Context: an optimization exercise on an open-source flow, tuned for small area. The choices shown serve that exercise and are no tape-out recipe.
RTL that was checked went through simulation tests only; none was proved equivalent to the original.
For runs 2 to 4, only the layout was checked, not whether the RTL still works.
Power and IR drop assume default switching activity.

--- design/flow/design.v ---
`default_nettype none
package ctrl_pkg;
  typedef logic [8-1:0] addr_t;
  typedef logic [32-1:0] data_t;
  typedef logic [32/8-1:0] strb_t;
endpackage
`default_nettype wire
`default_nettype none
module ctrl_regs_top (
  input  wire                                             clk,
  input  wire                                             rst_n,
  input  wire ctrl_pkg::addr_t                            awaddr_i,
  input  wire                                             awvalid_i,
  output wire                                             awready_o,
  input  wire ctrl_pkg::data_t                            wdata_i,
  input  wire ctrl_pkg::strb_t                            wstrb_i,
  input  wire                                             wvalid_i,
  output wire                                             wready_o,
  output wire                                             bvalid_o,
  input  wire                                             bready_i,
  input  wire ctrl_pkg::addr_t                            araddr_i,
  input  wire                                             arvalid_i,
  output wire                                             arready_o,
  output wire ctrl_pkg::data_t                            rdata_o,
  output wire                                             rvalid_o,
  input  wire                                             rready_i,
  output wire                                             ap_start_o,
  input  wire                                             ap_done_i,
  input  wire                                             ap_ready_i,
  input  wire                                             ap_idle_i,
  output wire                                             irq_o,
  output wire [2*6*32-1:0]          port_regs_o
);
  logic [1:0] wst_q;
  logic [3:0] widx_q;
  logic       aw_hit;
  logic       w_hs;
  assign awready_o = ~wst_q[1] & ~wst_q[0];
  assign wready_o  = wst_q[0];
  assign bvalid_o  = wst_q[1] & ~wst_q[0];
  assign aw_hit = (awaddr_i[7:6] == 2'b00) && (awaddr_i[1:0] == 2'b00);
  assign w_hs   = wvalid_i & wst_q[0] & ~wst_q[1];
  always_ff @(posedge clk) begin
    if (!rst_n) begin
      wst_q <= 2'b00;
    end else begin
      case (wst_q)
        2'b00:   if (awvalid_i) wst_q <= {~aw_hit, 1'b1};
        2'b10:   if (bready_i)  wst_q <= 2'b00;
        default: if (wvalid_i)  wst_q <= 2'b10;
      endcase
    end
  end
  always_ff @(posedge clk) begin
    if (awready_o) begin
      widx_q <= awaddr_i[5:2];
    end
  end
  logic [15:0] wsel;
  logic [31:0] wd;
  logic [3:0]  lane;
  always_comb begin
    wsel = '0;
    wsel[widx_q] = w_hs;
  end
  assign lane = wstrb_i;
  assign wd   = wdata_i & {32{rst_n}};
  logic [31:0] preg_q [12];
  for (genvar k = 0; k < 12; k++) begin : g_word
    for (genvar b = 0; b < 4; b++) begin : g_lane
      logic en;
      assign en = (wsel[k+4] & lane[b]) | ~rst_n;
      always_ff @(posedge clk) begin
        if (en) begin
          preg_q[k][8*b +: 8] <= wd[8*b +: 8];
        end
      end
    end
  end
  for (genvar p = 0; p < 2; p++) begin : g_port
    assign port_regs_o[192*p +: 192] = {preg_q[6*p+1], preg_q[6*p+0],
                                        preg_q[6*p+3], preg_q[6*p+2],
                                        preg_q[6*p+4], preg_q[6*p+5]};
  end
  logic       start_q;
  logic       done_q;
  logic       auto_restart_q;
  logic       gie_q;
  logic [1:0] ier_q;
  logic [1:0] isr_q;
  logic       wr_ctrl;
  logic       wr_gie;
  logic       wr_ier;
  logic       wr_isr;
  logic       rd_ctrl;
  assign wr_ctrl = wsel[0] & lane[0];
  assign wr_gie  = wsel[1] & lane[0];
  assign wr_ier  = wsel[2] & lane[0];
  assign wr_isr  = wsel[3] & lane[0];
  assign rd_ctrl = arvalid_i & arready_o & (araddr_i == 8'h00);
  assign ap_start_o = start_q;
  assign irq_o      = gie_q & (isr_q[0] | isr_q[1]);
  always_ff @(posedge clk) begin
    if (wr_ctrl | ~rst_n) auto_restart_q <= wd[7];
    if (wr_gie  | ~rst_n) gie_q          <= wd[0];
    if (wr_ier  | ~rst_n) ier_q          <= wd[1:0];
  end
  always_ff @(posedge clk) begin
    if (!rst_n) begin
      start_q <= 1'b0;
      done_q  <= 1'b0;
      isr_q   <= 2'b00;
    end else begin
      if (wr_ctrl && wdata_i[0]) begin
        start_q <= 1'b1;
      end else if (ap_ready_i) begin
        start_q <= auto_restart_q;
      end
      if (ap_done_i) begin
        done_q <= 1'b1;
      end else if (rd_ctrl) begin
        done_q <= 1'b0;
      end
      isr_q <= {ier_q[1] & ap_ready_i, ier_q[0] & ap_done_i} |
               (isr_q ^ (wdata_i[1:0] & {2{wr_isr}}));
    end
  end
  logic        rd_q;
  logic [31:0] rword;
  logic [31:0] rdata_q;
  logic        ar_hit;
  assign arready_o = ~rd_q;
  assign rvalid_o  = rd_q;
  assign rdata_o   = rdata_q;
  always_ff @(posedge clk) begin
    if (!rst_n) begin
      rd_q <= 1'b0;
    end else if (rd_q) begin
      rd_q <= ~rready_i;
    end else begin
      rd_q <= arvalid_i;
    end
  end
  assign ar_hit = (araddr_i[7:6] == 2'b00) && (araddr_i[1:0] == 2'b00);
  logic [15:0] rsel;
  logic [31:0] ctrl_word;
  always_comb begin
    rsel = '0;
    rsel[araddr_i[5:2]] = ar_hit;
  end
  always_comb begin
    ctrl_word = '0;
    ctrl_word[7] = auto_restart_q & rsel[0];
    ctrl_word[3] = ap_ready_i & rsel[0];
    ctrl_word[2] = ap_idle_i & rsel[0];
    ctrl_word[1] = (done_q & rsel[0]) | (ier_q[1] & rsel[2]) | (isr_q[1] & rsel[3]);
    ctrl_word[0] = (start_q & rsel[0]) | (gie_q & rsel[1]) | (ier_q[0] & rsel[2]) |
                   (isr_q[0] & rsel[3]);
  end
  for (genvar i = 0; i < 32; i++) begin : g_rbit
    logic [3:0] grp_n;
    for (genvar g = 0; g < 4; g++) begin : g_grp
      rd_aoi222 u_aoi (
        .a0 (preg_q[3*g+0][i]), .s0 (rsel[3*g+4]),
        .a1 (preg_q[3*g+1][i]), .s1 (rsel[3*g+5]),
        .a2 (preg_q[3*g+2][i]), .s2 (rsel[3*g+6]),
        .y  (grp_n[g])
      );
    end
    assign rword[i] = ~(&grp_n) | ctrl_word[i];
  end
  always_ff @(posedge clk) begin
    if (arvalid_i & arready_o) begin
      rdata_q <= rword;
    end
  end
endmodule
`default_nettype wire
module rd_aoi222 (
  input  wire a0,
  input  wire s0,
  input  wire a1,
  input  wire s1,
  input  wire a2,
  input  wire s2,
  output wire y
);
  assign y = ~((a0 & s0) | (a1 & s1) | (a2 & s2));
endmodule
--- design/flow/flow/run.sh ---
#!/bin/bash
# The standard layout, with three changes:
#  - synthesis maps the logic with an area-oriented ABC script (flow/abc_area.script);
#    registers, their names and cells are those of the standard synthesis
#  - the port buffers use the smallest buffer cell
#  - clock tree: fewer, smaller clock buffers and no dummy loads
set -euo pipefail
rm -rf myscripts
cp -r "$FLOW_HOME/scripts" myscripts
cp flow/abc_area.script myscripts/abc_area.script
bash standard.sh SCRIPTS_DIR="$PWD/myscripts" synth > synth_make.log 2>&1
export BUFFER_PORTS_ARGS="-buffer_cell sky130_fd_sc_hd__buf_1"
export CTS_ARGS="-sink_clustering_enable -repair_clock_nets -dont_use_dummy_load -sink_clustering_size 16 -sink_clustering_max_diameter 80 -buf_list sky130_fd_sc_hd__clkbuf_8"
bash standard.sh > layout_make.log 2>&1
--- design/flow/flow/abc_area.script ---
strash
&get -n
&dch -f
&nf -R 1000
&put
topo
--- design/flow/constraint.sdc ---
create_clock -name core_clock -period 10.0 [get_ports {clk}]
set_input_delay 2.0000 -clock core_clock [delete_from_list [all_inputs] [get_ports {clk}]]
set_output_delay 2.0000 -clock core_clock [all_outputs]
set_load 0.01 [all_outputs]
--- design/flow/config.mk ---
export PLATFORM = sky130hd
export DESIGN_NAME = ctrl_regs_top
export DESIGN_NICKNAME = ctrl_regs_top
export VERILOG_FILES = /design/flow/design.v
export SDC_FILE = /design/flow/constraint.sdc
export NUM_CORES = 4
export LEC_CHECK = 0
export ABC_AREA = 1
export CAP_MARGIN = 20
export CORE_MARGIN = 2
export CORE_UTILIZATION = 60
export SLEW_MARGIN = 20
export SYNTH_HIERARCHICAL = 1
export SYNTH_MINIMUM_KEEP_SIZE = 0
--- design/flow/standard.sh ---
#!/bin/bash
# synth_recipe.tcl (not shown) runs the flow's synth.tcl, then flattens the netlist and writes it again
# the make line also repeats each setting of config.mk as NAME=value (left out here)
make -C /OpenROAD-flow-scripts/flow DESIGN_CONFIG=/design/flow/config.mk WORK_HOME=/design/flow/orfs CLKGATE_MAP_FILE= SYNTH_SCRIPT=/design/flow/synth_recipe.tcl "${@:-finish}"
==> results of run 1 <==
## Yosys stat by module (local to each module, per instance)
module,times used,cell area [µm²]
rd_aoi222,128,10.0
ctrl_regs_top,1,14200
## cell families (layout without fill, tap and decap cells)
logic type | Yosys count | in the layout | share of synthesized area
DFF | 431 | 431 | 0.833
AOI/OAI and AO/OA | 197 | 197 | 0.108
and+or+nand+nor | 141 | 141 | 0.0503
buffers and inverters | 11 | 553 | 0.00267
xor gates and xnor gates | 7 | 7 | 0.00397
adders and majority gates | 2 | 2 | 0.00162
muxes | 1 | 1 | 0.000648
other | 0 | 6 | 0
## state kept, by name, indices dropped and copies added, names as in the netlist
signal          cells
wst_q               2
ier_q               2
rdata_q            32
preg_q            384
rd_q                1
start_q             1
auto_restart_q      1
gie_q               1
widx_q              4
isr_q               2
done_q              1
## Yosys cell counts, drive strengths merged
| cell | count | area [µm²] |
|---|---|---|
| or4b | 1 | 10.0 |
| or2 | 1 | 6.26 |
| a21oi | 3 | 15.0 |
| and2 | 32 | 200 |
| clkinv | 11 | 41.3 |
| a21boi | 3 | 22.5 |
| dfxtp | 7 | 140 |
| o311a | 1 | 10.0 |
| o31ai | 2 | 15.0 |
| nand3 | 9 | 45.0 |
| edfxtp | 424 | 12700 |
| nor2 | 19 | 71.3 |
| a21o | 3 | 22.5 |
| a32oi | 1 | 8.76 |
| nor4 | 3 | 18.8 |
| xnor2 | 3 | 26.3 |
| ha | 2 | 25.0 |
| nand4 | 32 | 200 |
| nand3b | 2 | 15.0 |
| and3 | 1 | 6.26 |
| o21a | 2 | 15.0 |
| nor3 | 9 | 45.0 |
| nor3b | 2 | 15.0 |
| nand2 | 19 | 71.3 |
| a221oi | 1 | 8.76 |
| o21ai | 51 | 255 |
| xor2 | 4 | 35.0 |
| or3 | 3 | 18.8 |
| mux2i | 1 | 10.0 |
| o22ai | 1 | 6.26 |
| a222oi | 129 | 1290 |
| and4 | 1 | 8.76 |
| nor2b | 5 | 31.3 |
| nand2b | 1 | 6.26 |
| nor4b | 1 | 8.76 |
## power by group
group / leakage (nW) / total [W] / switching [W] / internal [W]
sequential: 4.37 / 0.00222 / 0.0000886 / 0.00213
clock: 0.216 / 0.000774 / 0.000506 / 0.000268
combinational: 1.44 / 0.000341 / 0.000256 / 0.0000855
## metal layers
metal / vias up / part of all wire / GRT usage
met1: 5522 / 0.32 / 0.454
li1: 4605 / - / -
met3: 147 / 0.13 / 0.0894
met5: - / 0 / 0
met2: 985 / 0.50 / 0.627
met4: 0 / 0.044 / 0.160
## cell type report
type                       count  area (µm²)
fill                        1674        6770
antenna                        6        15.0
sequential                   431       12900
timing repair buffer         512        2070
tap                          330         413
inverter                      11        41.3
clock buffer                  30         413
multi-input combinational    348        2660
## critical path, cell delays in order
cell      delay (ps)
buf_1             70
nor4_1           560
a21boi_0         490
nand3b_1         300
or2_0            340
nor2_4           910
a222oi_1         220
nand4_1          200
a221oi_1          70
nand2_1           80
## worst max-delay path by stage
stage	from	end	slack, ps	depth (start not counted)
3_3_place_gp	araddr_i[2]	rdata_q[0]	4870	10
3_5_place_dp	araddr_i[2]	rdata_q[0]	4680	10
5_1_grt	araddr_i[7]	rdata_q[0]	5060	10
2_1_floorplan	araddr_i[2]	rdata_q[0]	4040	9
6_report	araddr_i[7]	rdata_q[0]	5240	10
4_1_cts	araddr_i[2]	rdata_q[0]	5330	10
## per-stage QoR
step,utilization,cells,area (µm²)
after global routing,0.732,1665,18500
after CTS,0.728,1657,18400
after floorplan,-,790,15500
final,0.732,1668,18500
after detailed placement,0.711,1627,18000
after global placement,0.711,1626,17900
==> metrics.md, run 1 <==
| Metric | Value |
|---|---|
| Slew Limit Fails | `0` |
| Critical Path RT | `10490 ps` |
| Most frequent cells in the layout | `buf_1, edfxtp_1, a222oi_1, o21ai_1` |
| Max Freq | `roughly 0.21 GHz` |
| Post-CTS Hold Buffers | `0` |
| Post-Synthesis Cells | `790` |
| Final cycle utilization of the critical path | `0.476` |
| FF-to-FF path depth | `7` |
| Pwr Density | `180 nW/µm²` |
| Drt pass-1 iters | `12` |
| 1st-iter DRT viols | `2349` |
| Synth Cell Area | `15500 µm²` |
| Worst r2r src | `widx_q[0]` |
| R2R Path End | `preg_q[0][15]` |
| Number of synthesized register bits | `between 400 and 500` |
| Antenna violations before repair | `6` |
| Layout cells sized above 1 | `0.0586` |
| CTS tree | `built` |
| Hold Path Sink | `isr_q[1]` |
| Pin count of the biggest net entering global routing | `80` |
| Placeable core area | `25300 µm²` |
| Max-cap violations | `0` |
| Placer Congestion | `approximately 0.92` |
| Vias per inst | `6.75` |
| Hpwl dp | `around 35000 µm` |
| Fin nets | `1398` |
| P_leak | `6.03 nW` |
| # Post-CTS Setup Buffers | `0` |
| CTS resizes | `0` |
| Pre-CTS setup slack | `approximately 4700 ps` |
| Peak supply drop | `0.152 mV` |
| Num CTS Buffers | `30` |
| Final hold slack | `roughly 520 ps` |
| Port Buffers | `484` |
| Cell row count | `58` |
| Worst setup margin | `approximately 5200 ps` |
| Detailed-route DRC error count | `0` |
| Setup Skew | `41.2 ps` |
| CP Class | `in2reg` |
| Startpoint Class | `input port` |
| # IOs | `485` |
| Vias | `roughly 11k` |
| Hold path depth | `2` |
| All-Layer GR Usage | `0.368` |
| Total power | `0.00333 W` |
| Clock sink count | `431` |
| Slew headroom | `0.189` |
| First-pass GRT wire length | `70000 µm` |
| Die area | `27100 µm²` |
| Clock slew at reported path FFs | `100 ps` |
| Final ANT Viol Nets | `0` |
| Yosys Warn Count | `9` |
| Minimum clock period | `4760 ps` |
| CP endpoint kind | `flop` |
| Most common cell after layout, fill and taps aside | `buf_1` |
| Starting Density | `0.612` |
| Area Growth Syn to Fin | `19.6%` |
| Die width | `165 µm` |
| Root Buffer | `clkbuf_8` |
| DIE HEIGHT | `165 µm` |
| Outcome | `no timing/DRC/antenna violations` |
| Worst-Skew Late Latency | `between 600 and 700 ps` |
| Post-DR wirelength/cell | `31.2 µm` |
| Worst EP arrival | `5260 ps` |
| Clock buffer depth | `3` |
| WL final | `about 52000 µm` |
| Total negative slack | `0 ps` |
| CP max FO | `32` |
| Hold wc startpoint | `isr_q[1]` |
| R2r setup slk | `6670 ps` |
| Register area share after synthesis | `0.833` |
| Overflow after GRT | `0` |
| Worst slew pin tran | `1210 ps` |
| H-tree lvl count | `1` |
| Final setup violation count | `0` |
| Final Hold Fails | `0` |
| Vias in the first global route | `10.6k` |
| Unrepaired setup endpoints after global routing | `no` |
| Cell variety after synth | `35` |
| Mapped Nets | `854` |
| HP Class | `reg2reg` |
| Avg Cell Area, Syn | `19.6 µm²` |
==> run 2, diff against run 1 <==
--- a/design/flow/design.v
+++ b/design/flow/design.v
@@ -61,5 +61,4 @@
   logic [3:0]  lane;
-  always_comb begin
-    wsel = '0;
-    wsel[widx_q] = w_hs;
+  for (genvar k = 0; k < 16; k++) begin : g_wsel
+    assign wsel[k] = w_hs & (widx_q == k);
   end
@@ -146,5 +145,4 @@
   logic [31:0] ctrl_word;
-  always_comb begin
-    rsel = '0;
-    rsel[araddr_i[5:2]] = ar_hit;
+  for (genvar k = 0; k < 16; k++) begin : g_rsel
+    assign rsel[k] = ar_hit & (araddr_i[5:2] == k);
   end
==> metrics.md, run 2 <==
| Metric | Value |
|---|---|
| Top FF cell, synth | `edfxtp_1` |
| Starting Density | `0.611` |
| Minimum clock period | `between 4000 and 5000 ps` |
| Total negative slack | `0 ps` |
| Slew Limit Fails | `0` |
| Slew headroom | `0.147` |
| Vias in the first global route | `10.5k` |
| Final cycle utilization of the critical path | `0.439` |
| Cell row count | `58` |
| # Post-CTS Setup Buffers | `0` |
| Post-synth ARST share | `0` |
| WL final | `between 50000 and 60000 µm` |
| Area Growth Syn to Fin | `18.8%` |
| H-tree lvl count | `1` |
| Max-cap violations | `0` |
| Yosys Warn Count | `9` |
| First-pass GRT wire length | `69900 µm` |
| Pre-CTS setup slack | `5240 ps` |
| Startpoint Class | `input port` |
| Clock slew at reported path FFs | `90 ps` |
| Placer Congestion | `0.885` |
| Cell variety after synth | `25` |
| # fillers | `1711` |
| Detailed-route DRC error count | `0` |
| Unrepaired setup endpoints after global routing | `no` |
| Synth top area share | `0.827` |
| Vias | `11.5k` |
| Num CTS Buffers | `30` |
| Vias per inst | `6.90` |
| Largest register FFs | `about 380` |
| CTS tree | `built` |
| Final Hold Fails | `0` |
| Most common cell after layout, fill and taps aside | `buf_1` |
| Layout cells sized above 1 | `0.0474` |
| Setup Skew | `43.7 ps` |
| CP max FO | `32` |
| CP endpoint kind | `flop` |
| Final setup violation count | `0` |
| Root Buffer | `clkbuf_8` |
| Outcome | `no timing/DRC/antenna violations` |
| Critical Path RT | `~10000 ps` |
| CP Class | `in2reg` |
| HP Class | `reg2reg` |
| Die area | `26900 µm²` |
| Pin count of the biggest net entering global routing | `52` |
| Most frequent cells in the layout | `buf_1, edfxtp_1, a222oi_1, nand2_1` |
| Worst slew pin tran | `1280 ps` |
| CTS resizes | `0` |
| Post-DP Area | `17800 µm²` |
| P_leak | `~6.0 nW` |
| 1st-iter DRT viols | `2551` |
| Mapped Nets | `between 800 and 900` |
| Worst setup margin | `5610 ps` |
| Fin nets | `1392` |
| Max Freq | `0.228 GHz` |
| Register area share after synthesis | `0.836` |
| All-Layer GR Usage | `0.369` |
| DIE HEIGHT | `approximately 160 µm` |
| Placeable core area | `25200 µm²` |
| Drt pass-1 iters | `14` |
| Footprint of the multi-input gates | `2600 µm²` |
| Synth Cell Area | `15400 µm²` |
| Reg with most FFs | `preg_q` |
| # IOs | `485` |
| Peak supply drop | `approximately 0.14 mV` |
| Hpwl dp | `approximately 34000 µm` |
| Antenna violations before repair | `7` |
| Finished Layout Cells | `1663` |
| Most common cell in the netlist | `edfxtp_1` |
| Post-Synthesis Cells | `800` |
| Post-DR wirelength/cell | `about 31 µm` |
| Clock buffer depth | `3` |
| Reg area | `12900 µm²` |
| Number of synthesized register bits | `431` |
| Cell taking the most area after synthesis | `edfxtp_1` |
| Final ANT Viol Nets | `0` |
| Post-CTS Hold Buffers | `0` |
| Overflow after GRT | `0` |
| Avg Cell Area, Syn | `19.2 µm²` |
| EDFF count, synth | `424` |
| Top cells by area, synth | `edfxtp_1, a222oi_1, nand2_1` |
| Pwr Density | `182 nW/µm²` |
| Biggest regs | `preg_q (384), rdata_q (32), widx_q (4)` |
| Die width | `164 µm` |
| Port Buffers | `484` |
| Dpl cells | `1627` |
| Most frequent cells after synthesis | `edfxtp_1, a222oi_1, nand2_1` |
| Worst-Skew Late Latency | `roughly 640 ps` |
| Clock sink count | `431` |
| Final Instance Area | `18300 µm²` |
| Worst EP arrival | `4850 ps` |
## run 2: final cells by class
class                           count  share of cell area
Sequential cell                   431               0.704
Multi-Input combinational cell    361               0.142
Timing Repair Buffer              498               0.106
Clock buffer                       30              0.0226
Tap cell                          330              0.0226
Inverter                            8             0.00164
Antenna cell                        5            0.000684
## run 2: routing by layer
metal | vias up | GRT usage | share of wire
li1 | 4564 | - | -
met4 | 2 | 0.141 | 0.042
met2 | 1247 | 0.575 | 0.47
met3 | 160 | 0.0932 | 0.15
met5 | - | 0 | 0.00025
met1 | 5503 | 0.512 | 0.33
## run 2: path summary, 6_finish.rpt
check / start / to / slack, ps / cells past startpoint
hold reg to reg: done_q / done_q / 560 / 2
hold / removal: done_q / done_q / 560 / 2
setup / recovery: araddr_i[7] / rdata_q[1] / 5610 / 8
setup reg to reg: wst_q[0] / preg_q[1][1] / 7250 / 6
## run 2: metrics by stage
stage           util  hold slack [ps]  power, W
2_1_floorplan      -              472   0.00238
3_3_place_gp   0.707              505   0.00257
3_5_place_dp   0.707              528   0.00258
4_1_cts        0.724              548   0.00331
5_1_grt        0.726              579   0.00342
6_report       0.726              556   0.00332
## run 2: cells by family (layout without fill, tap and decap cells)
| kind of cell | count (synthesis) | in the layout | share of synthesized area |
|---|---|---|---|
| compound gates | 176 | 176 | 0.100 |
| buf+inv | 8 | 536 | 0.00195 |
| flops | 431 | 431 | 0.836 |
| mux | 1 | 1 | 0.000650 |
| other cells | 0 | 5 | 0 |
| simple gates | 184 | 184 | 0.0606 |
## run 2: where the power goes
part,switching (W),internal (W)
clock network,0.000510,0.000268
registers,0.0000998,0.00213
logic,0.000240,0.0000766
total,0.000850,0.00247
## run 2: Yosys stat by module (local to each module, per instance)
module,cell area (µm²),flops+latches
ctrl_regs_top,14100,431
rd_aoi222,10.0,0
## run 2: critical path, cell delays in order
cell and delay, ps:
buf_1 70, nor4_1 610, nand3b_1 450, nor2_4 1070, a222oi_1 280, nand4_1 190, a31oi_1 50, nand3_1 120
==> run 3, diff against run 2 <==
--- a/design/flow/config.mk
+++ b/design/flow/config.mk
@@ -8,6 +8,7 @@
 export ABC_AREA = 1
-export CAP_MARGIN = 20
+export CAP_MARGIN = 5
 export CORE_MARGIN = 2
 export CORE_UTILIZATION = 60
-export SLEW_MARGIN = 20
+export GPL_TIMING_DRIVEN = 0
+export SLEW_MARGIN = 5
 export SYNTH_HIERARCHICAL = 1
==> metrics.md, run 3 <==
| Metric | Value |
|---|---|
| Worst EP arrival | `4560 ps` |
| Final hold slack | `532 ps` |
| Max-cap violations | `0` |
| P_leak | `6.18 nW` |
| Final setup violation count | `0` |
| Critical Path RT | `10460 ps` |
| R2r setup slk | `7190 ps` |
| Setup Skew | `approximately 17 ps` |
| Cell row count | `58` |
| Cell variety after synth | `25` |
| Vias in the first global route | `10.5k` |
| Placer Congestion | `0.865` |
| Slew headroom | `0.316` |
| Most frequent cells after synthesis | `edfxtp_1, a222oi_1, nand2_1` |
| Die width | `164 µm` |
| Layout cells sized above 1 | `0.0662` |
| Placeable core area | `roughly 25000 µm²` |
| Reg with most FFs | `preg_q` |
| Post-Synthesis Cells | `800` |
| Post-CTS Hold Buffers | `0` |
| Clock slew at reported path FFs | `100 ps` |
| Die area | `26900 µm²` |
| Starting Density | `0.611` |
| Slew Limit Fails | `0` |
| H-tree lvl count | `1` |
| Biggest regs | `preg_q (384), rdata_q (32), widx_q (4)` |
| Fin nets | `1424` |
| Hpwl dp | `roughly 37000 µm` |
| Top cells by area, synth | `edfxtp_1, a222oi_1, nand2_1` |
| CTS resizes | `0` |
| Num CTS Buffers | `30` |
| Yosys Warn Count | `9` |
| Clock buffer depth | `3` |
| CTS tree | `built` |
| Mapped Nets | `862` |
| Overflow after GRT | `0` |
| Synth top area share | `0.827` |
| Synth Cell Area | `15400 µm²` |
| Unrepaired setup endpoints after global routing | `no` |
| Root Buffer | `clkbuf_8` |
| EDFF count, synth | `424` |
| Max Freq | `roughly 0.24 GHz` |
| WL final | `52700 µm` |
| Startpoint Class | `input port` |
| Antenna violations before repair | `8` |
| # Post-CTS Setup Buffers | `0` |
| Hold wc startpoint | `done_q` |
| CP max FO | `11` |
| Final ANT Viol Nets | `0` |
| All-Layer GR Usage | `0.379` |
| Final cycle utilization of the critical path | `0.410` |
| Vias per inst | `about 6.7` |
| CP Class | `in2reg` |
| CP endpoint kind | `flop` |
| Hold Path Sink | `done_q` |
| Register area share after synthesis | `0.836` |
| Minimum clock period | `4100 ps` |
| 1st-iter DRT viols | `2416` |
| Hold path depth | `2` |
| Vias | `11.4k` |
| Most common cell in the netlist | `edfxtp_1` |
| FF-to-FF path depth | `5` |
| Peak supply drop | `0.130 mV` |
| Worst slew pin tran | `1020 ps` |
| Detailed-route DRC error count | `0` |
| Final Hold Fails | `0` |
| Number of synthesized register bits | `around 430` |
| DIE HEIGHT | `164 µm` |
| Cell taking the most area after synthesis | `edfxtp_1` |
| Drt pass-1 iters | `8` |
| Area Growth Syn to Fin | `21.6%` |
| # IOs | `485` |
| Port Buffers | `484` |
| Worst-Skew Late Latency | `~600 ps` |
| Avg Cell Area, Syn | `about 19 µm²` |
| Pin count of the biggest net entering global routing | `50` |
| Top FF cell, synth | `edfxtp_1` |
| Worst r2r src | `wst_q[0]` |
| Largest register FFs | `~380` |
| Most frequent cells in the layout | `buf_1, edfxtp_1, a222oi_1, nand2_1` |
| Most common cell after layout, fill and taps aside | `buf_1` |
| R2R Path End | `preg_q[0][0]` |
| Post-DR wirelength/cell | `31.1 µm` |
| Pwr Density | `177 nW/µm²` |
| First-pass GRT wire length | `about 72000 µm` |
| HP Class | `reg2reg` |
| Total negative slack | `0 ps` |
| Post-synth ARST share | `0` |
| Clock sink count | `431` |
| Outcome | `no timing/DRC/antenna violations` |
==> run 3: kinds of logic after synthesis <==
logic type | Yosys count | synth area share
AND/OR/NAND/NOR | 184 | 0.0606
flip-flops | 431 | 0.836
buffers and inverters | 8 | 0.00195
AO/OA/AOI/OAI | 176 | 0.100
multiplexers | 1 | 0.000650
==> run 3: modules after synthesis, one instance, submodules excluded <==
| module | cells inside | times used | flip-flops and latches |
|---|---|---|---|
| ctrl_regs_top | 672 | 1 | 431 |
| rd_aoi222 | 1 | 128 | 0 |
==> run 3: metrics by stage <==
step / total power (W) / instance area [µm²] / util / instances / setup WS, ps
CTS: 0.00331 / 18700 / 0.743 / 1690 / 6000
global route: 0.00341 / 18700 / 0.743 / 1694 / 5790
floorplan: 0.00238 / 15400 / - / 800 / 5100
finish: 0.00332 / 18700 / 0.743 / 1696 / 5900
global placement: 0.00256 / 17600 / 0.700 / 1614 / 1830
detailed placement: 0.00258 / 18300 / 0.726 / 1660 / 5360
==> run 3: how the worst max path moves through the flow <==
stage / cells past startpoint / to / startpoint / slack (ps)
floorplan: 7 / rdata_q[0] / araddr_i[7] / 5100
global placement: 7 / rdata_q[7] / araddr_i[7] / 1830
detailed placement: 9 / rdata_q[1] / araddr_i[7] / 5360
CTS: 9 / rdata_q[1] / araddr_i[7] / 6000
global route: 9 / rdata_q[1] / araddr_i[7] / 5790
finish: 9 / rdata_q[0] / araddr_i[7] / 5900
==> run 3: area by class of cell <==
type                            instances  area (µm²)
Sequential cell                       431       12900
Inverter                                8        30.0
Clock buffer                           30         413
Multi-Input combinational cell        361        2580
Tap cell                              330         413
Antenna cell                            6        15.0
Fill cell                            1677        6470
Timing Repair Buffer                  530        2390
==> run 3: power breakdown <==
part	internal, W	switching, W
clock	0.000268	0.000499
sequential	0.00213	0.0000837
combinational	0.0000839	0.000253
total	0.00248	0.000836
==> run 3: critical path, cell delays in order <==
cell	delay (ps)
buf_1	70
nor4_1	500
nand3b_1	440
nor3_2	740
buf_4	350
a222oi_1	140
nand4_1	120
a21oi_1	60
nand3_1	140
==> run 3: layer usage <==
layer	global-route usage	share of wire	wire length (µm)
met5	0	0.00089	47
met4	0.144	0.036	1870
met3	0.109	0.16	8170
met2	0.593	0.48	25200
met1	0.512	0.33	17500
==> run 4, diff against run 3 <==
--- a/design/flow/config.mk
+++ b/design/flow/config.mk
@@ -11,3 +11,2 @@
 export CORE_UTILIZATION = 60
-export GPL_TIMING_DRIVEN = 0
 export SLEW_MARGIN = 5
==> metrics.md, run 4 <==
| Metric | Value |
|---|---|
| Most frequent cells after synthesis | `edfxtp_1, a222oi_1, nand2_1` |
| EDFF count, synth | `424` |
| Largest register FFs | `384` |
| Cell variety after synth | `25` |
| Vias | `between 10k and 15k` |
| Top FF cell, synth | `edfxtp_1` |
| Clock slew at reported path FFs | `90 ps` |
| Post-DR wirelength/cell | `just over 30 µm` |
| Overflow after GRT | `0` |
| CP max FO | `32` |
| Clock sink count | `431` |
| Mapped Nets | `between 800 and 900` |
| Number of synthesized register bits | `431` |
| Cell row count | `between 50 and 60` |
| Worst EP arrival | `4840 ps` |
| Final cycle utilization of the critical path | `0.436` |
| Starting Density | `0.611` |
| Setup Skew | `28.4 ps` |
| Num CTS Buffers | `30` |
| Max-cap violations | `0` |
| Hpwl dp | `34300 µm` |
| CP endpoint kind | `flop` |
| Pwr Density | `182 nW/µm²` |
| Peak supply drop | `0.143 mV` |
| Vias in the first global route | `10.4k` |
| Most common cell in the netlist | `edfxtp_1` |
| P_leak | `5.95 nW` |
| Layout cells sized above 1 | `0.0430` |
| Outcome | `no timing/DRC/antenna violations` |
| 1st-iter DRT viols | `between 2k and 3k` |
| Clock buffer depth | `3` |
| Worst setup margin | `5640 ps` |
| Final Hold Fails | `0` |
| Most common cell after layout, fill and taps aside | `buf_1` |
| Yosys Warn Count | `9` |
| Slew Limit Fails | `0` |
| Final Util | `0.724` |
| Synth Cell Area | `15400 µm²` |
| Max Freq | `0.230 GHz` |
| Top cells by area, synth | `edfxtp_1, a222oi_1, nand2_1` |
| Final ANT Viol Nets | `0` |
| Startpoint Class | `input port` |
| Reg with most FFs | `preg_q` |
| Critical Path RT | `between 10000 and 15000 ps` |
| Worst-Skew Late Latency | `around 620 ps` |
| Slew headroom | `0.113` |
| Die area | `26900 µm²` |
| Die width | `164 µm` |
| Post-CTS Hold Buffers | `0` |
| Post-synth ARST share | `0` |
| Drt pass-1 iters | `10` |
| CTS resizes | `0` |
| All-Layer GR Usage | `0.369` |
| Total negative slack | `0 ps` |
| Fin nets | `~1.4k` |
| Vias per inst | `6.86` |
| Final setup violation count | `0` |
| H-tree lvl count | `1` |
| # Post-CTS Setup Buffers | `0` |
| Synth top area share | `0.827` |
| Cell taking the most area after synthesis | `edfxtp_1` |
| DIE HEIGHT | `164 µm` |
| WL final | `51700 µm` |
| CTS tree | `built` |
| First-pass GRT wire length | `between 60000 and 70000 µm` |
| Area Growth Syn to Fin | `18.5%` |
| Placer Congestion | `roughly 0.9` |
| Placeable core area | `25200 µm²` |
| Detailed-route DRC error count | `0` |
| Pre-CTS setup slack | `5200 ps` |
| Register area share after synthesis | `0.836` |
| Worst slew pin tran | `1330 ps` |
| CP Class | `in2reg` |
| Most frequent cells in the layout | `buf_1, edfxtp_1, a222oi_1, nand2_1` |
| Unrepaired setup endpoints after global routing | `no` |
| Antenna violations before repair | `4` |
| Minimum clock period | `4360 ps` |
| # IOs | `485` |
| Port Buffers | `just under 500` |
| Biggest regs | `preg_q (384), rdata_q (32), widx_q (4)` |
| HP Class | `reg2reg` |
| Pin count of the biggest net entering global routing | `52` |
| Root Buffer | `clkbuf_8` |
| Avg Cell Area, Syn | `between 15 and 20 µm²` |
| Post-Synthesis Cells | `800` |
## run 4: worst paths after layout
check | startpoint | to | cells past startpoint | slack, ps
worst max register to register | wst_q[0] | preg_q[1][22] | 6 | 7130
worst max-delay path | araddr_i[7] | rdata_q[1] | 8 | 5640
worst min-delay path | done_q | done_q | 2 | 550
worst min register to register | done_q | done_q | 2 | 550
## run 4: area by class of cell
cell class / count / area, µm²
Sequential cell: 431 / 12900
Fill cell: 1668 / 6950
Multi-Input combinational cell: 361 / 2580
Timing Repair Buffer: 497 / 1920
Clock buffer: 30 / 413
Tap cell: 330 / 413
Inverter: 8 / 30.0
Antenna cell: 3 / 7.51
## run 4: cells by family (layout without fill, tap and decap cells)
kind of cell,after synthesis,after routing,synth area share
other,0,3,0
and+or+nand+nor,184,184,0.0606
buffers and inverters,8,535,0.00195
AOI/OAI and AO/OA,176,176,0.100
DFF,431,431,0.836
muxes,1,1,0.000650
## run 4: per-layer routing
metal | part of all wire | track usage
met5 | 0.00031 | 0
met4 | 0.033 | 0.120
met3 | 0.16 | 0.0869
met2 | 0.48 | 0.582
met1 | 0.33 | 0.517
## run 4: modules after synthesis (local to each module, per instance)
module / flip-flops and latches / copies in the design / area [µm²]
ctrl_regs_top: 431 / 1 / 14100
rd_aoi222: 0 / 128 / 10.0
## run 4: worst max-delay path, cell delays in order
cell and delay, ps:
buf_1 70, nor4_1 630, nand3b_1 410, nor2_4 1120, a222oi_1 280, nand4_1 170
a31oi_1 50, nand3_1 100
## run 4: through the flow
step	power [W]	cells	hold slack, ps	area, µm²
CTS	0.00331	1657	538	18200
global route	0.00342	1660	564	18200
finish	0.00332	1660	550	18200
floorplan	0.00238	800	472	15400
detailed placement	0.00258	1627	521	17800
global placement	0.00257	1627	505	17800
## run 4: power by group
| group | leakage (nW) | switching [W] | internal [W] |
|---|---|---|---|
| logic | 1.36 | 0.000238 | 0.0000763 |
| registers | 4.37 | 0.0000992 | 0.00213 |
| clock network | 0.216 | 0.000508 | 0.000268 |
==> run 5, diff against run 4 <==
--- a/design/flow/design.v
+++ b/design/flow/design.v
@@ -61,4 +61,5 @@
   logic [3:0]  lane;
-  for (genvar k = 0; k < 16; k++) begin : g_wsel
-    assign wsel[k] = w_hs & (widx_q == k);
+  always_comb begin
+    wsel = '0;
+    wsel[widx_q] = w_hs;
   end
@@ -145,4 +146,5 @@
   logic [31:0] ctrl_word;
-  for (genvar k = 0; k < 16; k++) begin : g_rsel
-    assign rsel[k] = ar_hit & (araddr_i[5:2] == k);
+  always_comb begin
+    rsel = '0;
+    rsel[araddr_i[5:2]] = ar_hit;
   end
--- a/design/flow/flow/run.sh
+++ b/design/flow/flow/run.sh
@@ -12,3 +12,3 @@
 export BUFFER_PORTS_ARGS="-buffer_cell sky130_fd_sc_hd__buf_1"
-export CTS_ARGS="-sink_clustering_enable -repair_clock_nets -dont_use_dummy_load -sink_clustering_size 16 -sink_clustering_max_diameter 80 -buf_list sky130_fd_sc_hd__clkbuf_8"
+export CTS_ARGS="-sink_clustering_enable -repair_clock_nets -dont_use_dummy_load -sink_clustering_size 20 -sink_clustering_max_diameter 100 -buf_list sky130_fd_sc_hd__clkbuf_8"
 bash standard.sh > layout_make.log 2>&1
--- a/design/flow/config.mk
+++ b/design/flow/config.mk
@@ -8,6 +8,6 @@
 export ABC_AREA = 1
-export CAP_MARGIN = 5
+export CAP_MARGIN = 20
 export CORE_MARGIN = 2
 export CORE_UTILIZATION = 60
-export SLEW_MARGIN = 5
+export SLEW_MARGIN = 20
 export SYNTH_HIERARCHICAL = 1
==> metrics.md, run 5 <==
| Metric | Value |
|---|---|
| Layout cells sized above 1 | `0.0543` |
| Total negative slack | `0 ps` |
| First-pass GRT wire length | `69700 µm` |
| Post-DR wirelength/cell | `31.2 µm` |
| Startpoint Class | `input port` |
| Biggest regs | `preg_q (384), rdata_q (32), widx_q (4)` |
| CP delay by family, top | `simple AND/OR/NAND/NOR gates` |
| # fillers | `1693` |
| Fin nets | `1392` |
| Overflow after GRT | `0` |
| Starting Density | `0.612` |
| CP cell instances | `buf_1 > nor4_1 > a21boi_0 > nand3b_1 > or2_0 > nor2_4 > a222oi_1 > nand4_1 > a221oi_1 > nand2_1` |
| Yosys Warn Count | `9` |
| Worst Path Buf+Inv | `1` |
| Setup Skew | `about 75 ps` |
| Clock slew at reported path FFs | `approximately 120 ps` |
| Antenna violations before repair | `5` |
| Die area | `27100 µm²` |
| Post-CTS Hold Buffers | `0` |
| # Post-CTS Setup Buffers | `0` |
| Pin count of the biggest net entering global routing | `80` |
| Critical Path RT | `10440 ps` |
| Area Growth Syn to Fin | `18.9%` |
| Cell row count | `58` |
| Avg Cell Area, Syn | `19.6 µm²` |
| Clock buffer depth | `3` |
| Reg with most FFs | `preg_q` |
| Synth Cell Area | `between 15000 and 20000 µm²` |
| Slew Limit Fails | `0` |
| Cell taking the most area after synthesis | `edfxtp_1` |
| Worst EP arrival | `5260 ps` |
| Crit path largest cell delay | `between 900 and 1000 ps` |
| Synth top area share | `0.824` |
| CTS tree | `built` |
| Max Freq | `just over 0.2 GHz` |
| Minimum clock period | `4820 ps` |
| Post-synth ARST share | `0` |
| Slew headroom | `0.192` |
| EDFF count, synth | `424` |
| CP Class | `in2reg` |
| Pre-CTS setup slack | `4680 ps` |
| Placer Congestion | `0.919` |
| Worst setup margin | `approximately 5200 ps` |
| Crit-path slowest cell | `nor2_4` |
| P_leak | `5.98 nW` |
| R2r setup slk | `6690 ps` |
| Vias in the first global route | `10.5k` |
| Footprint of the multi-input gates | `2660 µm²` |
| Max-cap violations | `0` |
| Detailed-route DRC error count | `0` |
| Port Buffers | `484` |
| WL final | `51800 µm` |
| Final Hold Fails | `0` |
| CP max FO | `32` |
| CP endpoint kind | `flop` |
| H-tree lvl count | `1` |
| Pwr Density | `178 nW/µm²` |
| # IOs | `485` |
| Clock sink count | `roughly 430` |
| Num CTS Buffers | `25` |
| Final ANT Viol Nets | `0` |
| Root Buffer | `clkbuf_8` |
| Peak supply drop | `about 0.13 mV` |
| Most frequent cells in the layout | `buf_1, edfxtp_1, a222oi_1, o21ai_1` |
| Vias per inst | `6.80` |
| Top cells by area, synth | `edfxtp_1, a222oi_1, o21ai_0` |
| Outcome | `no timing/DRC/antenna violations` |
| DIE HEIGHT | `165 µm` |
| 1st-iter DRT viols | `2258` |
| Reg area | `12900 µm²` |
| CTS resizes | `0` |
| All-Layer GR Usage | `0.367` |
| Placeable core area | `25300 µm²` |
| Worst-Skew Late Latency | `600 ps` |
| Unrepaired setup endpoints after global routing | `no` |
| Hpwl dp | `around 35000 µm` |
| Post-Synthesis Cells | `790` |
| Final setup violation count | `0` |
| Most frequent cells after synthesis | `edfxtp_1, a222oi_1, o21ai_0, and2_0, nand4_1` |
| Die width | `165 µm` |
| Largest register FFs | `384` |
| Number of synthesized register bits | `431` |
| Final cycle utilization of the critical path | `0.482` |
| Cell variety after synth | `35` |
| Mapped Nets | `854` |
| Most common cell in the netlist | `edfxtp_1` |
| Worst slew pin tran | `roughly 1200 ps` |
| Drt pass-1 iters | `9` |
| Top FF cell, synth | `edfxtp_1` |
| Most common cell after layout, fill and taps aside | `buf_1` |
| Vias | `11.3k` |
| Register area share after synthesis | `0.833` |
| HP Class | `reg2reg` |
## run 5: worst register-to-register path, delay by kind of cell, from the launching register on
family	cells	cell delay, ps
AO/OA/AOI/OAI	1	1000
AND/OR/NAND/NOR	4	1150
buffers and inverters	1	110
adder cells (fa/ha/maj)	1	250
flip-flops	1	440
## run 5: kinds of logic after synthesis
| logic type | count (synthesis) | share of synthesized area |
|---|---|---|
| AOI/OAI and AO/OA | 197 | 0.108 |
| and+or+nand+nor | 141 | 0.0503 |
| adders and majority gates | 2 | 0.00162 |
| buffers and inverters | 11 | 0.00267 |
| muxes | 1 | 0.000648 |
| xor gates and xnor gates | 7 | 0.00397 |
| DFF | 431 | 0.833 |
## run 5: area by class of cell
class / count / area share
timing repair buffer: 511 / 0.111
tap: 330 / 0.0225
multi-input combinational: 348 / 0.145
inverter: 11 / 0.00225
clock buffer: 25 / 0.0187
sequential: 431 / 0.700
antenna: 4 / 0.000544
## run 5: per-stage QoR
| step | cell area (µm²) | util | total power (W) | hold WS, ps | cells |
|---|---|---|---|---|---|
| floorplan | 15500 | - | 0.00240 | 467 | 790 |
| global placement | 17900 | 0.711 | 0.00259 | 485 | 1626 |
| detailed placement | 18000 | 0.711 | 0.00259 | 502 | 1627 |
| CTS | 18300 | 0.725 | 0.00327 | 520 | 1652 |
| global route | 18400 | 0.728 | 0.00337 | 549 | 1658 |
| finish | 18400 | 0.728 | 0.00328 | 519 | 1660 |
## run 5: metal layers
metal  vias to the layer above  share of wire  GRT usage
met1                      5508           0.32      0.451
li1                       4594              -          -
met2                      1040           0.50      0.624
met4                         0          0.046      0.160
met3                       152           0.13     0.0904
met5                         -              0          0
## run 5: path summary, 6_finish.rpt
kind	cells after the start	start	to
worst max register to register	7	widx_q[0]	preg_q[0][15]
worst min-delay path	2	isr_q[1]	isr_q[1]
worst max-delay path	10	araddr_i[7]	rdata_q[0]
worst min register to register	2	isr_q[1]	isr_q[1]
## run 5: report_power, final
| group | switching, W | internal, W | leakage [nW] | total [W] |
|---|---|---|---|---|
| registers | 0.0000883 | 0.00213 | 4.37 | 0.00222 |
| logic | 0.000256 | 0.0000854 | 1.43 | 0.000341 |
| clock network | 0.000492 | 0.000226 | 0.180 | 0.000719 |
## run 5: per-module statistics from Yosys, one instance, submodules excluded
module | cells | cell area, µm² | copies in the design | flip-flops and latches
rd_aoi222 | 1 | 10.0 | 128 | 0
ctrl_regs_top | 662 | 14200 | 1 | 431
==> run 6, diff against run 5 <==
--- a/design/flow/design.v
+++ b/design/flow/design.v
@@ -61,5 +61,4 @@
   logic [3:0]  lane;
-  always_comb begin
-    wsel = '0;
-    wsel[widx_q] = w_hs;
+  for (genvar k = 0; k < 16; k++) begin : g_wsel
+    assign wsel[k] = w_hs & (widx_q == k);
   end
@@ -67,2 +66,6 @@
   assign wd   = wdata_i & {32{rst_n}};
+  logic [15:0] wsel_n;
+  logic [3:0]  lane_n;
+  assign wsel_n = ~wsel & {16{rst_n}};
+  assign lane_n = ~lane & {4{rst_n}};
   logic [31:0] preg_q [12];
@@ -71,3 +74,3 @@
       logic en;
-      assign en = (wsel[k+4] & lane[b]) | ~rst_n;
+      rd_nor2 u_en (.a(wsel_n[k+4]), .b(lane_n[b]), .y(en));
       always_ff @(posedge clk) begin
@@ -131,2 +134,4 @@
   logic        ar_hit;
+  logic        ar_hs;
+  logic        rd_hold;
   assign arready_o = ~rd_q;
@@ -143,8 +148,9 @@
   end
-  assign ar_hit = (araddr_i[7:6] == 2'b00) && (araddr_i[1:0] == 2'b00);
+  assign ar_hs   = arvalid_i & arready_o;
+  assign rd_hold = ~ar_hs;
+  assign ar_hit  = ar_hs && (araddr_i[7:6] == 2'b00) && (araddr_i[1:0] == 2'b00);
   logic [15:0] rsel;
   logic [31:0] ctrl_word;
-  always_comb begin
-    rsel = '0;
-    rsel[araddr_i[5:2]] = ar_hit;
+  for (genvar k = 0; k < 16; k++) begin : g_rsel
+    assign rsel[k] = ar_hit & (araddr_i[5:2] == k);
   end
@@ -169,8 +175,6 @@
     end
-    assign rword[i] = ~(&grp_n) | ctrl_word[i];
-  end
-  always_ff @(posedge clk) begin
-    if (arvalid_i & arready_o) begin
-      rdata_q <= rword;
-    end
+    assign rword[i] = ~(&grp_n) | ctrl_word[i] | (rd_hold & rdata_q[i]);
+  end
+  always_ff @(posedge clk) begin
+    rdata_q <= rword;
   end
@@ -189 +193,8 @@
 endmodule
+module rd_nor2 (
+  input  wire a,
+  input  wire b,
+  output wire y
+);
+  assign y = ~(a | b);
+endmodule
--- a/design/flow/flow/run.sh
+++ b/design/flow/flow/run.sh
@@ -12,3 +12,3 @@
 export BUFFER_PORTS_ARGS="-buffer_cell sky130_fd_sc_hd__buf_1"
-export CTS_ARGS="-sink_clustering_enable -repair_clock_nets -dont_use_dummy_load -sink_clustering_size 20 -sink_clustering_max_diameter 100 -buf_list sky130_fd_sc_hd__clkbuf_8"
+export CTS_ARGS="-sink_clustering_enable -repair_clock_nets -dont_use_dummy_load -sink_clustering_size 16 -sink_clustering_max_diameter 80 -buf_list sky130_fd_sc_hd__clkbuf_8"
 bash standard.sh > layout_make.log 2>&1
--- a/design/flow/config.mk
+++ b/design/flow/config.mk
@@ -8,6 +8,6 @@
 export ABC_AREA = 1
-export CAP_MARGIN = 20
+export CAP_MARGIN = 0
 export CORE_MARGIN = 2
 export CORE_UTILIZATION = 60
-export SLEW_MARGIN = 20
+export SLEW_MARGIN = 0
 export SYNTH_HIERARCHICAL = 1
==> metrics.md, run 6 <==
| Metric | Value |
|---|---|
| CP max FO | `22` |
| Root Buffer | `clkbuf_8` |
| Worst EP arrival | `5290 ps` |
| Dpl cells | `around 1.7k` |
| Clock buffer depth | `3` |
| Final setup violation count | `0` |
| Minimum clock period | `approximately 4700 ps` |
| Avg Cell Area, Syn | `18.1 µm²` |
| P_leak | `6.00 nW` |
| Hpwl dp | `roughly 35000 µm` |
| Synth Cell Area | `15200 µm²` |
| Reg with most FFs | `preg_q` |
| Vias per inst | `roughly 6.8` |
| All-Layer GR Usage | `0.377` |
| Post-synth ARST share | `0` |
| Main combinational cell family by area after synthesis | `compound AO/OA/AOI/OAI gates` |
| Num CTS Buffers | `30` |
| Clock sink count | `431` |
| Finished Layout Cells | `between 1.5k and 2k` |
| Cell taking the most area after synthesis | `edfxtp_1` |
| Outcome | `no timing/DRC/antenna violations` |
| Largest register FFs | `384` |
| Cell row count | `58` |
| CP Class | `in2reg` |
| CP endpoint kind | `flop` |
| Slew headroom | `0.172` |
| WL final | `roughly 52000 µm` |
| Clock slew at reported path FFs | `100 ps` |
| # Post-CTS Setup Buffers | `0` |
| Mapped Nets | `901` |
| EDFF count, synth | `392` |
| Placer Congestion | `0.883` |
| Proportion of synthesized area in mux cells | `0.00132` |
| Most frequent cells in the layout | `buf_1, edfxtp_1, a222oi_1, nor2_1, nand2_1` |
| Biggest regs | `preg_q (384), rdata_q (32), widx_q (4)` |
| Power share of the combinational group | `0.099` |
| Most common cell after layout, fill and taps aside | `buf_1` |
| Max-cap violations | `0` |
| Die area | `26600 µm²` |
| Overflow after GRT | `0` |
| H-tree lvl count | `1` |
| Int Pwr | `0.00246 W` |
| Total negative slack | `0 ps` |
| # IOs | `485` |
| Post-Synthesis Cells | `839` |
| Pin count of the biggest net entering global routing | `39` |
| Number of synthesized register bits | `431` |
| Placeable core area | `approximately 25000 µm²` |
| Area Growth Syn to Fin | `18.4%` |
| Final cycle utilization of the critical path | `0.474` |
| Top FF cell, synth | `edfxtp_1` |
| DIE HEIGHT | `about 160 µm` |
| Antenna violations before repair | `3` |
| Most frequent cells after synthesis | `edfxtp_1, a222oi_1, nor2_1, nand2_1, a21oi_1` |
| Port Buffers | `484` |
| Switch Pwr | `approximately 0.00086 W` |
| Post-synthesis xor/xnor area fraction | `0` |
| Setup Skew | `19.7 ps` |
| Fin nets | `1424` |
| Simple-gate share of the synthesized area | `0.0646` |
| 1st-iter DRT viols | `roughly 2.2k` |
| Die width | `around 160 µm` |
| Worst-Skew Late Latency | `620 ps` |
| Starting Density | `0.606` |
| Vias | `11.4k` |
| Switching Fraction | `0.260` |
| Post-synthesis adder-cell area fraction | `0` |
| Final ANT Viol Nets | `0` |
| Unrepaired setup endpoints after global routing | `no` |
| Reg power frac | `0.665` |
| Worst slew pin tran | `1240 ps` |
| Yosys Warn Count | `9` |
| Synth top area share | `0.776` |
| First-pass GRT wire length | `70600 µm` |
| CTS tree | `built` |
| CTS resizes | `0` |
| Most common cell in the netlist | `edfxtp_1` |
| Cell variety after synth | `25` |
| Register area share after synthesis | `0.827` |
| Slew Limit Fails | `0` |
| HP Class | `reg2reg` |
| Critical Path RT | `10550 ps` |
| Final Hold Fails | `0` |
| Vias in the first global route | `10.5k` |
| Peak supply drop | `about 0.12 mV` |
| Post-DR wirelength/cell | `between 30 and 40 µm` |
| Drt pass-1 iters | `12` |
| Clock power share | `0.236` |
| Top cells by area, synth | `edfxtp_1, a222oi_1, dfxtp_1` |
| Max Freq | `between 0.2 and 0.25 GHz` |
| Detailed-route DRC error count | `0` |
| Startpoint Class | `input port` |
| Pwr Density | `185 nW/µm²` |
| Compound-gate portion of the synthesized area | `0.106` |
| Post-CTS Hold Buffers | `0` |
| Layout cells sized above 1 | `0.0375` |
[run 6: final timing paths]
check	slack, ps	startpoint	end	cells past startpoint
worst min register to register	470	done_q	rdata_q[1]	2
worst max-delay path	5260	araddr_i[7]	rdata_q[16]	10
worst max register to register	6300	rd_q	rdata_q[16]	11
worst min-delay path	470	done_q	rdata_q[1]	2
[run 6: per-module statistics from Yosys (local to each module, per instance)]
module	cells inside	cell area [µm²]
rd_aoi222	1	10.0
ctrl_regs_top	663	13700
rd_nor2	1	3.75
[run 6: final cells by class]
class | count | area [µm²]
inverter | 5 | 18.8
tap | 330 | 413
fill | 1735 | 7070
timing repair buffer | 491 | 1870
antenna | 2 | 5.00
clock buffer | 30 | 413
multi-input combinational | 403 | 2690
sequential | 431 | 12600
[run 6: stage by stage]
stage               hold slack [ps]   util  area (µm²)  setup WS (ps)  total power [W]
global placement                442  0.701       17500           5090          0.00256
global route                    516  0.718       18000           5190          0.00340
CTS                             469  0.717       18000           5530          0.00330
detailed placement              441  0.701       17500           4900          0.00256
floorplan                       431      -       15200           4830          0.00237
finish                          471  0.718       18000           5260          0.00332
[run 6: logic make-up after synthesis]
family | after synthesis
mux | 2
flops | 431
simple gates | 214
buf+inv | 5
compound gates | 187
[run 6: power by group through the flow]
stage	Combinational [W]	Sequential [W]	Clock, W
after floorplan	0.000101	0.00226	0
after global placement	0.000318	0.00224	0
after detailed placement	0.000322	0.00224	0
after CTS	0.000323	0.00220	0.000778
after global routing	0.000348	0.00222	0.000838
final	0.000329	0.00221	0.000782
[run 6: worst max-delay path: stages]
cell and delay [ps]:
buf_1 70, or4_1 560, nor2_1 250, nand3b_1 330, nor3_2 1020, buf_4 520, a222oi_1 210, nand2_1 160
a21oi_1 50, nand3_1 100
[run 6: per-layer routing]
layer | GRT usage | share of wire | wire length [µm]
met5 | 0 | 0.00025 | 13
met4 | 0.134 | 0.041 | 2140
met3 | 0.0810 | 0.14 | 7320
met2 | 0.618 | 0.48 | 24900
met1 | 0.506 | 0.33 | 17300
==> run 7, diff against run 6 <==
--- a/design/flow/config.mk
+++ b/design/flow/config.mk
@@ -8,6 +8,7 @@
 export ABC_AREA = 1
-export CAP_MARGIN = 0
+export CAP_MARGIN = 5
 export CORE_MARGIN = 2
 export CORE_UTILIZATION = 60
-export SLEW_MARGIN = 0
+export PLACE_DENSITY = 0.8
+export SLEW_MARGIN = 5
 export SYNTH_HIERARCHICAL = 1
==> metrics.md, run 7 <==
| Metric | Value |
|---|---|
| Reg with most FFs | `preg_q` |
| Synth Cell Area | `15200 µm²` |
| Top FF cell, synth | `edfxtp_1` |
| Hpwl dp | `37000 µm` |
| Most frequent cells after synthesis | `edfxtp_1, a222oi_1, nor2_1, nand2_1, a21oi_1` |
| R2R Path End | `rdata_q[21]` |
| Most common cell after layout, fill and taps aside | `buf_1` |
| Startpoint Class | `input port` |
| Overflow after GRT | `0` |
| CP Class | `in2reg` |
| Detailed-route DRC error count | `0` |
| Setup Skew | `13.7 ps` |
| # fillers | `1708` |
| All-Layer GR Usage | `0.383` |
| Total negative slack | `0 ps` |
| Num CTS Buffers | `30` |
| Slew headroom | `0.150` |
| Post-synth ARST share | `0` |
| # IOs | `~490` |
| CP endpoint | `rdata_q[21]` |
| Max Freq | `around 0.21 GHz` |
| Clock buffer depth | `3` |
| Pin count of the biggest net entering global routing | `39` |
| Drt pass-1 iters | `12` |
| 1st-iter DRT viols | `roughly 2.3k` |
| Register area share after synthesis | `0.827` |
| Worst-Skew Late Latency | `590 ps` |
| Worst slew pin tran | `1270 ps` |
| Die area | `26600 µm²` |
| CP max FO | `23` |
| Layout cells sized above 1 | `0.0368` |
| DIE HEIGHT | `163 µm` |
| Max-cap violations | `0` |
| Reg area | `12600 µm²` |
| CTS tree | `built` |
| Vias | `~12k` |
| Post-DP Area | `about 18000 µm²` |
| Cell row count | `58` |
| Hold wc startpoint | `done_q` |
| Final Hold Fails | `0` |
| HP Class | `reg2reg` |
| Starting Density | `0.606` |
| Worst EP arrival | `5220 ps` |
| Post-CTS Hold Buffers | `0` |
| # Post-CTS Setup Buffers | `0` |
| Post-DR wirelength/cell | `31.5 µm` |
| Final ANT Viol Nets | `0` |
| Yosys Warn Count | `9` |
| EDFF count, synth | `392` |
| Mapped Nets | `between 900 and 1k` |
| Worst r2r src | `rd_q` |
| R2r setup slk | `6610 ps` |
| Die width | `163 µm` |
| Critical Path RT | `10520 ps` |
| Placer Congestion | `roughly 0.96` |
| Clock slew at reported path FFs | `100 ps` |
| P_leak | `6.00 nW` |
| Final Instance Area | `18000 µm²` |
| Largest register FFs | `384` |
| Post-Synthesis Cells | `839` |
| Minimum clock period | `4690 ps` |
| Placeable core area | `25000 µm²` |
| Root Buffer | `clkbuf_8` |
| Vias in the first global route | `11.0k` |
| Area Growth Syn to Fin | `18.3%` |
| Footprint of the multi-input gates | `2690 µm²` |
| Fin nets | `1423` |
| Crit path launch | `araddr_i[7]` |
| Avg Cell Area, Syn | `18.1 µm²` |
| Most common cell in the netlist | `edfxtp_1` |
| First-pass GRT wire length | `approximately 73000 µm` |
| FF-to-FF path depth | `11` |
| H-tree lvl count | `1` |
| Number of synthesized register bits | `431` |
| Final Util | `0.717` |
| WL final | `53300 µm` |
| Most frequent cells in the layout | `buf_1, edfxtp_1, a222oi_1, nor2_1, nand2_1` |
| Antenna violations before repair | `6` |
| CP endpoint kind | `flop` |
| Synth top area share | `0.776` |
| Cell taking the most area after synthesis | `edfxtp_1` |
| Port Buffers | `484` |
| Outcome | `no timing/DRC/antenna violations` |
| Peak supply drop | `0.125 mV` |
| Slew Limit Fails | `0` |
| Clock sink count | `431` |
| Biggest regs | `preg_q (384), rdata_q (32), widx_q (4)` |
| Pwr Density | `about 180 nW/µm²` |
| Final cycle utilization of the critical path | `0.469` |
| CTS resizes | `0` |
| Final setup violation count | `0` |
| Unrepaired setup endpoints after global routing | `no` |
| Top cells by area, synth | `edfxtp_1, a222oi_1, dfxtp_1` |
| Cell variety after synth | `25` |
| Vias per inst | `6.99` |
run 7: worst min path at each step:
stage,to,cells past startpoint
after floorplan,rdata_q[1],2
after global placement,rdata_q[1],2
after detailed placement,rdata_q[1],2
after CTS,rdata_q[1],2
after global routing,rdata_q[1],2
final,rdata_q[1],2
run 7: cell type report:
cell class                      count  share of cell area
Multi-Input combinational cell    403               0.150
Timing Repair Buffer              490               0.104
Clock buffer                       30              0.0230
Sequential cell                   431               0.699
Tap cell                          330              0.0230
Antenna cell                        4            0.000557
Inverter                            5             0.00104
run 7: Yosys stat by module, one instance, submodules excluded:
module	cell area, µm²	flip-flops and latches
ctrl_regs_top	13700	431
rd_aoi222	10.0	0
rd_nor2	3.75	0
run 7: cells by family (layout without fill, tap and decap cells):
family | Yosys count | count (layout) | share of synthesized area
flip-flops | 431 | 431 | 0.827
AND/OR/NAND/NOR | 214 | 214 | 0.0646
AO/OA/AOI/OAI | 187 | 187 | 0.106
buffers and inverters | 5 | 525 | 0.00124
multiplexers | 2 | 2 | 0.00132
other | 0 | 4 | 0
run 7: layer usage:
layer	vias to the layer above	routed length, µm	part of all wire	GRT usage
met2	1296	24700	0.46	0.589
met4	4	2670	0.050	0.182
li1	4615	-	-	-
met1	5675	18000	0.34	0.514
met5	-	26	0.00049	0
met3	244	7870	0.15	0.108
run 7: through the flow:
step / hold WS, ps / cells / power, W / setup WS, ps
after detailed placement: 457 / 1659 / 0.00256 / 4820
final: 486 / 1693 / 0.00330 / 5310
after floorplan: 431 / 839 / 0.00237 / 4830
after global routing: 513 / 1691 / 0.00339 / 5300
after CTS: 486 / 1689 / 0.00329 / 5430
after global placement: 451 / 1659 / 0.00256 / 4960
run 7: worst max-delay path: stages:
cell	delay, ps
buf_1	120
or4_1	620
nor2_1	270
nand3b_1	330
nor3_2	810
buf_4	510
a222oi_1	200
nand2_1	170
a21oi_1	60
nand3_1	110
run 7: power breakdown:
part,switching (W),internal (W)
Combinational,0.000237,0.0000737
Clock,0.000501,0.000268
Sequential,0.000109,0.00212
Total,0.000846,0.00246
==> run 8, diff against run 7 <==
--- a/design/flow/config.mk
+++ b/design/flow/config.mk
@@ -11,3 +11,2 @@
 export CORE_UTILIZATION = 60
-export PLACE_DENSITY = 0.8
 export SLEW_MARGIN = 5
==> metrics.md, run 8 <==
| Metric | Value |
|---|---|
| CP Class | `in2reg` |
| Largest register FFs | `384` |
| Post-synth ARST share | `0` |
| 1st-iter DRT viols | `2180` |
| DIE HEIGHT | `163 µm` |
| Clock slew at reported path FFs | `roughly 100 ps` |
| Setup Skew | `19.7 ps` |
| Minimum clock period | `approximately 4700 ps` |
| Cell row count | `58` |
| Root Buffer | `clkbuf_8` |
| Final hold slack | `between 400 and 500 ps` |
| CTS tree | `built` |
| Cell taking the most area after synthesis | `edfxtp_1` |
| Critical Path RT | `10550 ps` |
| Final setup violation count | `0` |
| CP max FO | `22` |
| Clock buffer depth | `3` |
| Final cycle utilization of the critical path | `0.474` |
| Met2 usage in global routing | `0.618` |
| Cell variety after synth | `25` |
| Antenna violations before repair | `3` |
| Slew Limit Fails | `0` |
| All-Layer GR Usage | `0.377` |
| Total negative slack | `0 ps` |
| Worst slew pin tran | `1240 ps` |
| Post-CTS Hold Buffers | `0` |
| # fillers | `1735` |
| # Post-CTS Setup Buffers | `0` |
| Vias in the first global route | `10.5k` |
| CTS resizes | `0` |
| Avg Cell Area, Syn | `roughly 18 µm²` |
| Number of synthesized register bits | `431` |
| Pin count of the biggest net entering global routing | `39` |
| Yosys Warn Count | `9` |
| Detailed-route DRC error count | `0` |
| Die area | `between 20000 and 30000 µm²` |
| EDFF count, synth | `392` |
| Area Growth Syn to Fin | `18.4%` |
| Hpwl dp | `~35000 µm` |
| Outcome | `no timing/DRC/antenna violations` |
| Most common cell after layout, fill and taps aside | `buf_1` |
| Placeable core area | `25000 µm²` |
| Synth top area share | `0.776` |
| Met3 Use GR | `0.0810` |
| Max Freq | `0.211 GHz` |
| Fin nets | `1424` |
| P_leak | `approximately 6 nW` |
| Worst EP arrival | `5290 ps` |
| Top cells by area, synth | `edfxtp_1, a222oi_1, dfxtp_1` |
| Final Instance Area | `18000 µm²` |
| Register area share after synthesis | `0.827` |
| Port Buffers | `484` |
| Unrepaired setup endpoints after global routing | `no` |
| First-pass GRT wire length | `70600 µm` |
| Post-DP Area | `17500 µm²` |
| Pre-CTS setup slack | `4900 ps` |
| Layout cells sized above 1 | `0.0375` |
| Synth Cell Area | `15200 µm²` |
| Post-Synthesis Cells | `between 800 and 900` |
| Layer with the highest usage | `met2` |
| Most common cell in the netlist | `edfxtp_1` |
| Top FF cell, synth | `edfxtp_1` |
| Slew headroom | `0.172` |
| Most frequent cells in the layout | `buf_1, edfxtp_1, a222oi_1, nor2_1, nand2_1` |
| Clock sink count | `431` |
| GR Layer Usage met1 | `0.506` |
| Worst setup margin | `5260 ps` |
| H-tree lvl count | `1` |
| Num CTS Buffers | `30` |
| Startpoint Class | `input port` |
| Most frequent cells after synthesis | `edfxtp_1, a222oi_1, nor2_1, nand2_1, a21oi_1` |
| Post-DR wirelength/cell | `30.6 µm` |
| Die width | `163 µm` |
| Placer Congestion | `0.883` |
| Drt pass-1 iters | `12` |
| Final Hold Fails | `0` |
| WL final | `51700 µm` |
| CP endpoint kind | `flop` |
| Vias | `approximately 11k` |
| Vias per inst | `6.76` |
| Biggest regs | `preg_q (384), rdata_q (32), widx_q (4)` |
| Mapped Nets | `901` |
| Pwr Density | `185 nW/µm²` |
| Worst-Skew Late Latency | `about 620 ps` |
| HP Class | `reg2reg` |
| Final ANT Viol Nets | `0` |
| # IOs | `about 490` |
| Reg with most FFs | `preg_q` |
| Peak supply drop | `0.124 mV` |
| Overflow after GRT | `0` |
| Max-cap violations | `0` |
| Starting Density | `0.606` |
-- run 8: cell counts after synthesis --
Identical to the previous run, type by type.
-- run 8: layer usage --
metal | wire length, µm | part of all wire
met1 | 17300 | 0.33
met3 | 7320 | 0.14
met4 | 2140 | 0.041
met5 | 13 | 0.00025
met2 | 24900 | 0.48
-- run 8: area by class of cell --
| class | count | area (µm²) | area share |
|---|---|---|---|
| well taps | 330 | 413 | 0.0230 |
| repair buffers | 491 | 1870 | 0.104 |
| multi-input cells | 403 | 2690 | 0.150 |
| clock buffers | 30 | 413 | 0.0230 |
| inverters | 5 | 18.8 | 0.00104 |
| diodes | 2 | 5.00 | 0.000279 |
| flip-flops and latches | 431 | 12600 | 0.699 |
-- run 8: worst max-delay path: stages --
cell,delay [ps]
buf_1,70
or4_1,560
nor2_1,250
nand3b_1,330
nor3_2,1020
buf_4,520
a222oi_1,210
nand2_1,160
a21oi_1,50
nand3_1,100
-- run 8: power by group --
| group | leakage, nW | switching (W) | total [W] | internal, W |
|---|---|---|---|---|
| combinational | 1.59 | 0.000255 | 0.000329 | 0.0000746 |
| sequential | 4.20 | 0.0000920 | 0.00221 | 0.00211 |
| clock | 0.216 | 0.000515 | 0.000782 | 0.000268 |
| total | 6.00 | 0.000861 | 0.00332 | 0.00246 |
-- run 8: cells by family after synthesis --
group | share of synthesized area
flip-flops | 0.827
AND/OR/NAND/NOR | 0.0646
AO/OA/AOI/OAI | 0.106
buffers and inverters | 0.00124
multiplexers | 0.00132
-- run 8: per-stage QoR --
step,std cells,util,power (W)
floorplan,839,-,0.00237
global placement,1660,0.701,0.00256
detailed placement,1660,0.701,0.00256
CTS,1690,0.717,0.00330
global route,1692,0.718,0.00340
finish,1692,0.718,0.00332
-- run 8: per-module statistics from Yosys (local to each module, per instance) --
module,flops+latches,copies in the design,cells
ctrl_regs_top,431,1,663
rd_aoi222,0,128,1
rd_nor2,0,48,1
-- run 8: final timing paths --
check / startpoint / to / slack (ps) / depth (start not counted)
hold reg to reg: done_q / rdata_q[1] / 470 / 2
hold / removal: done_q / rdata_q[1] / 470 / 2
setup reg to reg: rd_q / rdata_q[16] / 6300 / 11
setup / recovery: araddr_i[7] / rdata_q[16] / 5260 / 10

## static timing again, ports no longer ideal
Ports are ideal in the flow. The routed layouts listed here were re-timed in OpenROAD. Step 1 sets driving cells, clkbuf_16 on the clock port and buf_2 on the other inputs (assumed; they add their load-dependent delay and slew). Step 2 also shifts input and output timing later by t, the mid clock arrival at the registers, as if the neighbouring blocks saw the same clock. Slacks: ideal / step 1 / step 2; pairs: ideal / step 1.
| run | shift t [ns] | setup slack, ns | worst hold slack (ns) | clock arrival spread, ns | slew at the worst register clock pin (ns) |
|---|---|---|---|---|---|
| run 1 | 0.653 | 5.237 / 5.267 / 4.614 | 0.521 / 0.521 / 0.521 | 0.042 / 0.041 | 0.10 / 0.10 |
| run 2 | 0.661 | 5.612 / 5.639 / 4.978 | 0.556 / 0.556 / 0.556 | 0.046 / 0.047 | 0.11 / 0.11 |
| run 3 | 0.641 | 5.901 / 5.927 / 5.286 | 0.532 / 0.532 / 0.532 | 0.023 / 0.023 | 0.10 / 0.10 |
| run 4 | 0.651 | 5.644 / 5.671 / 5.020 | 0.550 / 0.550 / 0.550 | 0.035 / 0.035 | 0.10 / 0.10 |
| run 5 | 0.612 | 5.182 / 5.212 / 4.600 | 0.519 / 0.519 / 0.519 | 0.083 / 0.082 | 0.12 / 0.12 |
| run 6 | 0.658 | 5.259 / 5.286 / 4.628 | 0.471 / 0.471 / 0.471 | 0.024 / 0.024 | 0.10 / 0.10 |
| run 7 | 0.631 | 5.306 / 5.326 / 4.694 | 0.486 / 0.486 / 0.486 | 0.015 / 0.015 | 0.10 / 0.10 |
| run 8 | 0.658 | 5.259 / 5.286 / 4.628 | 0.471 / 0.471 / 0.471 | 0.024 / 0.024 | 0.10 / 0.10 |
After both steps setup and hold are still met in every run listed. The setup slack of run 2, which loses most, moves by +0.027 ns with the drivers and by -0.634 ns with both steps.
